This is an optimization exercise on Yosys and OpenROAD, whose aim is small area, a short achievable clock period and few clock cycles per item, not a production implementation.
Function was checked by simulation only, so behaviour that the tests miss may differ from the original.
Power is estimated from default activity; no workload was simulated.

== rev 12 ==
Design rs_decoder_16_8, start of the top module:
module rs_decoder_16_8 (
   input  logic       clk,
   input  logic       rst,
   input  logic       din_val,
   input  logic       din_sop,
   input  logic       din_eop,
   input  logic [7:0] din,
   output logic       symb_out_val,
   output logic [7:0] symb_out_cnt,
   output logic [7:0] symb_corrected
);
   function automatic logic [7:0] to_tw(input logic [7:0] a);
      logic [7:0] t;
      t[0] = a[0];
      t[1] = a[5] ^ a[7];
      t[2] = a[2] ^ a[5];
      t[3] = a[1] ^ a[4] ^ a[6] ^ a[7];
      t[4] = a[2] ^ a[4] ^ a[5] ^ a[6] ^ a[7];
      t[5] = a[2] ^ a[5] ^ a[6];
      t[6] = a[1] ^ a[3] ^ a[4] ^ a[5];
      t[7] = a[5];
      to_tw = t;
   endfunction
   function automatic logic [7:0] from_tw(input logic [7:0] r);
      logic [7:0] o;
      o[0] = r[0];
      o[1] = r[2] ^ r[3] ^ r[4];
      o[2] = r[2] ^ r[7];
      o[3] = r[1] ^ r[2] ^ r[3] ^ r[5] ^ r[6];
  ...
Size: roughly 370 flip-flops.
Settings: LEC_CHECK=0, CAP_MARGIN=20, CORE_MARGIN=2, CORE_UTILIZATION=30, SLEW_MARGIN=20; clock period 25.0 ns.
standard.sh (not shown) runs the stock make flow with config.mk's settings and CLKGATE_MAP_FILE= SYNTH_SCRIPT=/design/flow/synth_recipe.tcl, a recipe that flattens the netlist after the stock synthesis.
==> flow/flow/run.sh <==
#!/bin/bash
# Standard layout, except that the port buffers are resized after placement:
# the standard flow leaves slow delay cells there, which set the period.
set -euo pipefail
bash standard.sh synth floorplan place > standard_place.log 2>&1
R=orfs/results/sky130hd/rs_decoder_16_8/base
LIB=$FLOW_HOME/platforms/sky130hd/lib/sky130_fd_sc_hd__tt_025C_1v80.lib \
IN_ODB=$R/3_place.odb OUT_ODB=$R/3_place.odb \
   openroad -no_init -exit flow/io_bufs.tcl > io_bufs.log 2>&1
bash standard.sh finish > standard_finish.log 2>&1
==> flow/flow/io_bufs.tcl <==
# Port buffers: the standard flow leaves slow delay cells on the ports; use buf_4.
read_liberty $::env(LIB)
read_db $::env(IN_ODB)
set n 0
foreach inst [[ord::get_db_block] getInsts] {
  set name [$inst getName]
  set m [[$inst getMaster] getName]
  if {[regexp {^(input|output)[0-9]+$} $name] && [string match "sky130_fd_sc_hd__clkdlybuf*" $m]} {
    replace_cell $name sky130_fd_sc_hd__buf_4
    incr n
  }
}
puts "port buffers resized: $n"
write_db $::env(OUT_ODB)
Testbench counts of rev 12, summed over its fixed seeds: cycles 16,648, frames 320.
> inputs changed (rev 12 -> rev 13)
-- flow/design.v --
<<< rev 12, line 102
      endcase
   endfunction
   logic       active;
   logic [5:0] t;
>>> rev 13, line 102
      endcase
   endfunction
   logic       v_q, sop_q, eop_q;
   logic [7:0] d_q;
   logic       active;
   logic [5:0] t;
<<< rev 12, line 110
   logic [7:0] w  [8];           
   logic [7:0] w_in [8];
   assign acc        = din_val && !active;
   assign frame_done = acc && !din_sop && in_frame && (in_cnt == 4'd15) && din_eop;
   always_ff @(posedge clk) begin
      if (rst) begin
>>> rev 13, line 112
   logic [7:0] w  [8];           
   logic [7:0] w_in [8];
   always_ff @(posedge clk) begin
      v_q   <= din_val && !rst;
      sop_q <= din_sop;
      eop_q <= din_eop;
      d_q   <= din;
   end
   assign acc        = v_q && !active;
   assign frame_done = acc && !sop_q && in_frame && (in_cnt == 4'd15) && eop_q;
   always_ff @(posedge clk) begin
      if (rst) begin
<<< rev 12, line 117
         in_cnt   <= '0;
      end else if (acc) begin
         if (din_sop) begin
            in_cnt   <= 4'd1;
            in_frame <= !din_eop;
         end else if (in_frame) begin
            in_cnt <= in_cnt + 4'd1;
            if ((in_cnt == 4'd15) || din_eop) in_frame <= 1'b0;
         end
      end
>>> rev 13, line 125
         in_cnt   <= '0;
      end else if (acc) begin
         if (sop_q) begin
            in_cnt   <= 4'd1;
            in_frame <= !eop_q;
         end else if (in_frame) begin
            in_cnt <= in_cnt + 4'd1;
            if ((in_cnt == 4'd15) || eop_q) in_frame <= 1'b0;
         end
      end
<<< rev 12, line 196
      if (acc || s2_ph) begin
         for (int i = 0; i < 15; i++) rx[i] <= rx[i+1];
         rx[15] <= din;
      end
   end
   always_comb begin
      for (int k = 0; k < 8; k++) w_in[k] = (din_sop ? 8'h00 : gf_mulc(w[k], horner_c(k))) ^ to_tw(din);
   end
   wire d_last = bd && (r == 3'd7);
>>> rev 13, line 204
      if (acc || s2_ph) begin
         for (int i = 0; i < 15; i++) rx[i] <= rx[i+1];
         rx[15] <= d_q;
      end
   end
   always_comb begin
      for (int k = 0; k < 8; k++) w_in[k] = (sop_q ? 8'h00 : gf_mulc(w[k], horner_c(k))) ^ to_tw(d_q);
   end
   wire d_last = bd && (r == 3'd7);
<<< rev 12, line 262
   always_ff @(posedge clk) begin
      if (frame_done) begin
         for (int i = 2; i < 4; i++) bb[i] <= '0;
      end else if (d_first) begin
         bb[0] <= u;              
         bb[1] <= (lam[1] == 8'h00) ? 8'h01 : 8'h00;
         ll    <= (lam[1] == 8'h00) ? 4'd0 : 4'd1;
      end else if (bu) begin
         if (grow) begin
>>> rev 13, line 270
   always_ff @(posedge clk) begin
      if (frame_done) begin
         bb[1] <= (w_in[1] == 8'h00) ? 8'h01 : 8'h00;
         for (int i = 2; i < 4; i++) bb[i] <= '0;
         ll <= (w_in[1] == 8'h00) ? 4'd0 : 4'd1;
      end else if (d_first) begin
         bb[0] <= u;              
      end else if (bu) begin
         if (grow) begin
==> run summary <==
Status | rev 12 and rev 13 | clean. [compare] base=rev 12 new=rev 13: setup slack went up 2.93 ns; non-clock buffer total of the final layout now sits higher; clock tree cell share of total cell area roughly the same; core utilization essentially unchanged. Overall power consumption | rev 13 above rev 12. Design area: rev 13 vs rev 12, no meaningful difference. Diff rev 12 -> rev 13: global-route wire length before repair down 4700 um; via count down 281; final weighted congestion of routability-driven global placement up about 7%.
Testbench counts of rev 13, summed over its fixed seeds: cycles 16,968, frames 320.

## re-timing with driven ports
In the flow no input, the clock included, has a driving cell. The finished layouts below were timed again as built, in two steps.
Step 1 sets driving cells, clkbuf_16 on the clock port and buf_2 on the other inputs (assumed; they add their load-dependent delay and slew).
Step 2 times the ports against the registers' clock, not the clock port: input delays grow and output delays shrink by t, the midpoint of the rising clock arrivals with the driver on.
Slacks: no drivers / after step 1 / after step 2; pairs: no drivers / after step 1.
run	shift t [ns]	setup WS [ns]	pins driven straight from the clock port
rev 12	0.642	16.043 / 16.071 / 15.429	1
rev 13	0.665	18.968 / 18.903 / 18.775	1
After both steps setup and hold are still met in every run listed. For rev 12, which loses most, drivers alone change the setup slack by +0.028 ns; drivers and shift together by -0.614 ns.
